What follows belongs to an exercise in optimizing a design on an open flow for small area, a short achievable clock period and few clock cycles per item; a production flow would make more cautious choices.
At most, simulation tests tie the RTL to the original design; equivalence was not proved.

==> branch maple: inputs <==
## four_char_word_machine_core_unit
module four_char_word_machine_core_unit (
  input  wire logic                        clk_i,
  input  wire logic                        rst_ni,
  input  wire logic                        in_valid_i,
  output logic                             in_ready_o,
  input  wire logic [fcwm_pkg::CMD_W-1:0]  in_cmd_i,
  input  wire logic [fcwm_pkg::ADDR_W-1:0] in_address_i,
  input  wire logic [fcwm_pkg::WORD_W-1:0] in_word_i,
  output logic                             out_valid_o,
  input  wire logic                        out_ready_i,
  output logic [fcwm_pkg::KIND_W-1:0]      out_kind_o,
  output logic [fcwm_pkg::ADDR_W-1:0]      out_target_o,
  output logic [fcwm_pkg::WORD_W-1:0]      out_word_o,
  output logic [fcwm_pkg::CNT_W-1:0]       out_char_count_o,
  output logic                             out_toggle_o,
  output logic                             out_last_o
);
make LEC_CHECK=0 CAP_MARGIN=20 CORE_MARGIN=2 CORE_UTILIZATION=55 SETUP_SLACK_MARGIN=5.0 SLEW_MARGIN=20 finish   # period 8.0 ns
run.sh (not shown) runs the stock make flow with config.mk's settings and CLKGATE_MAP_FILE= SYNTH_SCRIPT=/design/flow/synth_recipe.tcl, a recipe that flattens the netlist after the stock synthesis.
==> inputs of branch onyx, as changes to branch maple <==
--- a/flow/design.v
+++ b/flow/design.v
@@ -44,70 +44,59 @@
 endpackage
 `default_nettype wire
 `default_nettype none
 module fcwm_mem (
   input  wire logic        clk_i,
   input  wire logic        rst_ni,
   input  wire logic        clr_i,
-  input  wire logic        we_i,
-  input  wire logic [3:0]  wt_i,
-  input  wire logic [3:0]  wo_i,
+  input  wire logic [9:0]  wrow_i,
+  input  wire logic [9:0]  wcol_i,
   input  wire logic [31:0] wdata_i,
-  input  wire logic [9:0]  rrow_i,
-  input  wire logic [9:0]  rcol_i,
+  input  wire logic [9:0]  nrow_i,
+  input  wire logic [9:0]  ncol_i,
   output logic [31:0]      rdata_o
 );
   logic [31:0] mem [100];
   logic [99:0] vld_q;
-  logic [9:0] wrow, wcol;
-  always_comb begin
-    for (int i = 0; i < 10; i++) begin
-      wrow[i] = (wt_i == 4'(i));
-      wcol[i] = (wo_i == 4'(i));
-    end
-  end
+  logic [99:0] sel_q;
   always_ff @(posedge clk_i) begin
     for (int t = 0; t < 10; t++) begin
       for (int o = 0; o < 10; o++) begin
-        if (we_i && wrow[t] && wcol[o]) mem[10*t+o] <= wdata_i;
+        if (wrow_i[t] && wcol_i[o]) mem[10*t+o] <= wdata_i;
       end
     end
   end
   always_ff @(posedge clk_i or negedge rst_ni) begin
     if (!rst_ni) begin
       vld_q <= '0;
-    end else if (clr_i) begin
-      vld_q <= '0;
     end else begin
       for (int t = 0; t < 10; t++) begin
         for (int o = 0; o < 10; o++) begin
-          if (we_i && wrow[t] && wcol[o]) vld_q[10*t+o] <= 1'b1;
+          if (clr_i) vld_q[10*t+o] <= 1'b0;
+          else if (wrow_i[t] && wcol_i[o]) vld_q[10*t+o] <= 1'b1;
         end
       end
     end
   end
-  logic [31:0] raw;
-  logic        rv;
-  always_comb begin
-    raw = '0;
-    rv  = 1'b0;
+  always_ff @(posedge clk_i) begin
     for (int t = 0; t < 10; t++) begin
-      logic [31:0] rw;
-      logic        v;
-      rw = '0;
-      v  = 1'b0;
       for (int o = 0; o < 10; o++) begin
-        rw = rw | ({32{rcol_i[o]}} & mem[10*t+o]);
-        v  = v | (rcol_i[o] & vld_q[10*t+o]);
+        sel_q[10*t+o] <= nrow_i[t] && ncol_i[o] && !clr_i &&
+                         (vld_q[10*t+o] || (wrow_i[t] && wcol_i[o]));
       end
-      raw = raw | ({32{rrow_i[t]}} & rw);
-      rv  = rv | (rrow_i[t] & v);
     end
   end
-  assign rdata_o = rv ? raw : fcwm_pkg::SPACES;
+  logic [31:0] raw;
+  always_comb begin
+    raw = '0;
+    for (int w = 0; w < 100; w++) begin
+      raw = raw | ({32{sel_q[w]}} & mem[w]);
+    end
+  end
+  assign rdata_o = raw | ((sel_q == '0) ? fcwm_pkg::SPACES : 32'h0);
 endmodule
 `default_nettype wire
 `default_nettype none
 module four_char_word_machine_core_unit (
   input  wire logic                        clk_i,
   input  wire logic                        rst_ni,
   input  wire logic                        in_valid_i,
@@ -120,18 +109,19 @@
   output logic [fcwm_pkg::KIND_W-1:0]      out_kind_o,
   output logic [fcwm_pkg::ADDR_W-1:0]      out_target_o,
   output logic [fcwm_pkg::WORD_W-1:0]      out_word_o,
   output logic [fcwm_pkg::CNT_W-1:0]       out_char_count_o,
   output logic                             out_toggle_o,
   output logic                             out_last_o
 );
-  localparam logic [1:0] M_NORM = 2'd0;
-  localparam logic [1:0] M_LR   = 2'd1;
-  localparam logic [1:0] M_CR   = 2'd2;
-  localparam logic [1:0] M_PD   = 2'd3;
+  localparam logic [2:0] M_NORM = 3'd0;
+  localparam logic [2:0] M_LR   = 3'd1;
+  localparam logic [2:0] M_CR   = 3'd2;
+  localparam logic [2:0] M_CR2  = 3'd3;
+  localparam logic [2:0] M_PD   = 3'd4;
   logic        rdy_q;
   logic        qa_v, qb_v;
   logic [1:0]  qa_cmd, qb_cmd;
   logic        qa_oob, qb_oob;
   logic [3:0]  qa_t, qa_o, qb_t, qb_o;
   logic [31:0] qa_w, qb_w;
   logic        in_oob;
@@ -182,38 +172,39 @@
     end
   end
   logic [3:0]  pct_q, pco_q;    
   logic        tog_q, halt_q;
   logic [31:0] gen_q;
   logic [31:0] ir_q;            
   logic        irv_q;
-  logic [1:0]  mode_q;
+  logic [2:0]  mode_q;
+  logic [31:0] dr_q;            
   logic [3:0]  rt_q, ro_q;      
-  logic [9:0]  rrow_q, rcol_q;  
   logic [3:0]  pdi_q;           
   logic [6:0]  pdb_q;           
   logic [3:0]  pct_d, pco_d, rt_d, ro_d, pdi_d;
   logic        tog_d, halt_d, irv_d;
   logic [31:0] gen_d, ir_d;
-  logic [1:0]  mode_d;
+  logic [2:0]  mode_d;
   logic [6:0]  pdb_d;
-  logic [9:0]  rrow_d, rcol_d;
+  logic [9:0]  rrow_d, rcol_d;  
   logic        m_clr, m_we;
   logic [3:0]  m_wt, m_wo;
   logic [31:0] m_wdata, rdata;
+  logic [9:0]  wp_row_q, wp_col_q;    
+  logic [31:0] wp_data_q;
   fcwm_mem u_mem (
     .clk_i   (clk_i),
     .rst_ni  (rst_ni),
     .clr_i   (m_clr),
-    .we_i    (m_we),
-    .wt_i    (m_wt),
-    .wo_i    (m_wo),
-    .wdata_i (m_wdata),
-    .rrow_i  (rrow_q),
-    .rcol_i  (rcol_q),
+    .wrow_i  (wp_row_q),
+    .wcol_i  (wp_col_q),
+    .wdata_i (wp_data_q),
+    .nrow_i  (rrow_d),
+    .ncol_i  (rcol_d),
     .rdata_o (rdata)
   );
   logic        ov_q, full_q;
   logic [2:0]  h_kind, s_kind;
   logic [6:0]  h_tgt, s_tgt;
   logic [31:0] h_word, s_word;
   logic [2:0]  h_cnt, s_cnt;
@@ -386,86 +377,115 @@
           push   = 1'b1;
           gen_d  = rdata;
           mode_d = M_NORM;
           rt_d   = pct_inc;
           ro_d   = pco_inc;
         end
         M_CR: begin
-          push   = 1'b1;
-          tog_d  = (gen_q == rdata);
-          mode_d = M_NORM;
+          mode_d = M_CR2;
           rt_d   = pct_inc;
           ro_d   = pco_inc;
         end
-        default: begin  
+        M_CR2: begin
           push   = 1'b1;
-          n_kind = fcwm_pkg::K_PRINT;
-          n_tgt  = pdb_q;
-          n_word = rdata;
-          n_cnt  = fcwm_pkg::count_chars(rdata);
-          n_last = (pdi_q == 4'd9);
-          pdi_d  = pdi_q + 4'd1;
-          pdb_d  = pdb_q + 7'd1;
-          rt_d   = rt_inc;
-          ro_d   = ro_inc;
+          tog_d  = (gen_q == dr_q);
+          mode_d = M_NORM;
+        end
+        default: begin  
+          pdi_d = pdi_q + 4'd1;
+          rt_d  = rt_inc;
+          ro_d  = ro_inc;
           if (pdi_q == 4'd9) begin
+            rt_d = pct_inc;
+            ro_d = pco_inc;
+          end
+          if (pdi_q != 4'd0) begin
+            push   = 1'b1;
+            n_kind = fcwm_pkg::K_PRINT;
+            n_tgt  = pdb_q;
+            n_word = dr_q;
+            n_cnt  = fcwm_pkg::count_chars(dr_q);
+            n_last = (pdi_q == 4'd10);
+            pdb_d  = pdb_q + 7'd1;
+          end
+          if (pdi_q == 4'd10) begin
             mode_d = M_NORM;
-            rt_d   = pct_inc;
-            ro_d   = pco_inc;
+            rt_d   = rt_q;
+            ro_d   = ro_q;
           end
         end
       endcase
     end
     for (int i = 0; i < 10; i++) begin
       rrow_d[i] = (rt_d == 4'(i));
       rcol_d[i] = (ro_d == 4'(i));
     end
   end
-  logic hit_rd, hit_pc;
+  logic hit_rd, hit_wp, hit_pc;
   assign hit_rd = m_we && (m_wt == rt_q) && (m_wo == ro_q);
+  logic [9:0] rt_oh, ro_oh;
+  always_comb begin
+    for (int i = 0; i < 10; i++) begin
+      rt_oh[i] = (rt_q == 4'(i));
+      ro_oh[i] = (ro_q == 4'(i));
+    end
+  end
+  assign hit_wp = (|(wp_row_q & rt_oh)) && (|(wp_col_q & ro_oh));
   assign hit_pc = m_we && (m_wt == pct_q) && (m_wo == pco_q);
   always_comb begin
     if (ir_init)                ir_d = fcwm_pkg::SPACES;
     else if (ir_load && hit_rd) ir_d = m_wdata;
+    else if (ir_load && hit_wp) ir_d = wp_data_q;
     else if (ir_load)           ir_d = rdata;
     else if (hit_pc)            ir_d = m_wdata;
     else                        ir_d = ir_q;
   end
   always_ff @(posedge clk_i or negedge rst_ni) begin
     if (!rst_ni) begin
+      wp_row_q <= '0;
+      wp_col_q <= '0;
+    end else begin
+      for (int i = 0; i < 10; i++) begin
+        wp_row_q[i] <= m_we && (m_wt == 4'(i));
+        wp_col_q[i] <= (m_wo == 4'(i));
+      end
+    end
+  end
+  always_ff @(posedge clk_i) begin
+    wp_data_q <= m_wdata;
+  end
+  always_ff @(posedge clk_i or negedge rst_ni) begin
+    if (!rst_ni) begin
       pct_q  <= '0;
       pco_q  <= '0;
       tog_q  <= 1'b0;
       halt_q <= 1'b0;
       gen_q  <= fcwm_pkg::SPACES;
       ir_q   <= fcwm_pkg::SPACES;
       irv_q  <= 1'b1;
       mode_q <= M_NORM;
       rt_q   <= 4'd0;
       ro_q   <= 4'd1;
-      rrow_q <= 10'b0000000001;
-      rcol_q <= 10'b0000000010;
     end else begin
       pct_q  <= pct_d;
       pco_q  <= pco_d;
       tog_q  <= tog_d;
       halt_q <= halt_d;
       gen_q  <= gen_d;
       ir_q   <= ir_d;
       irv_q  <= irv_d;
       mode_q <= mode_d;
       rt_q   <= rt_d;
       ro_q   <= ro_d;
-      rrow_q <= rrow_d;
-      rcol_q <= rcol_d;
     end
   end
   always_ff @(posedge clk_i) begin
     pdi_q <= pdi_d;
     pdb_q <= pdb_d;
+    if ((mode_q == M_NORM) || room) dr_q <= rdata;
   end
   logic pop;
   assign pop = ov_q && out_ready_i;
   always_ff @(posedge clk_i or negedge rst_ni) begin
     if (!rst_ni) begin
       ov_q   <= 1'b0;
       full_q <= 1'b0;
--- a/flow/config.mk
+++ b/flow/config.mk
@@ -4,9 +4,12 @@
 export VERILOG_FILES = /design/flow/design.v
 export SDC_FILE = /design/flow/constraint.sdc
 export NUM_CORES = 4
 export LEC_CHECK = 0
 export CAP_MARGIN = 20
 export CORE_MARGIN = 2
 export CORE_UTILIZATION = 55
+export CTS_CLUSTER_DIAMETER = 100
+export CTS_CLUSTER_SIZE = 30
 export SETUP_SLACK_MARGIN = 5.0
 export SLEW_MARGIN = 20
+export TNS_END_PERCENT = 10
==> flow_summary.yaml <==
worst_setup_path:
  cpPeakStageDelay_ps: 750
synthesis:
  synthCells: 7730
global_routing:
  antenna_found_initial: 67
clocking:
  htree_levels: 5
status:
  status: "finished clean"
floorplanning:
  std_cell_rows: 181
The numbers above come from branch maple.

==> flow_summary.yaml <==
synthesis:
  syn_nets: 7909
  synthCells: 7836
clocking:
  htree_levels: 4
floorplanning:
  std_cell_rows: 183
status:
  status: "finished clean"
The numbers above come from branch onyx.

Testbench counts of branch onyx, summed over its fixed seeds: cycles 41,080, items 29,965.
The RTL of branch maple was laid out without a check of its function.

static timing again, ports no longer ideal:
No port has a modelled driver above. Below, the same layouts with a new extraction and two added sets of constraints. Step 1, drivers: a clkbuf_16 drives clk_i and a buf_2 each remaining input, both assumed. Step 2 times the ports against the registers' clock, not the clock port: input delays grow and output delays shrink by t, the midpoint of the rising clock arrivals with the driver on. Slacks: no drivers / after step 1 / after step 2; pairs: no drivers / after step 1.
run	shift t [ns]	setup slack, ns	hold slack, ns	worst register clock-pin slew, ns	worst slew at a driven data input, ns
branch maple	1.139	3.251 / 3.251 / 3.251	0.470 / 0.470 / 0.470	0.08 / 0.08	0.06
branch onyx	0.994	4.444 / 4.444 / 3.976	0.470 / 0.470 / 0.470	0.12 / 0.12	0.05
After both steps every run listed still meets setup and hold. The setup slack of branch onyx, which loses most, moves by 0.000 ns with the drivers and by -0.468 ns with both steps.
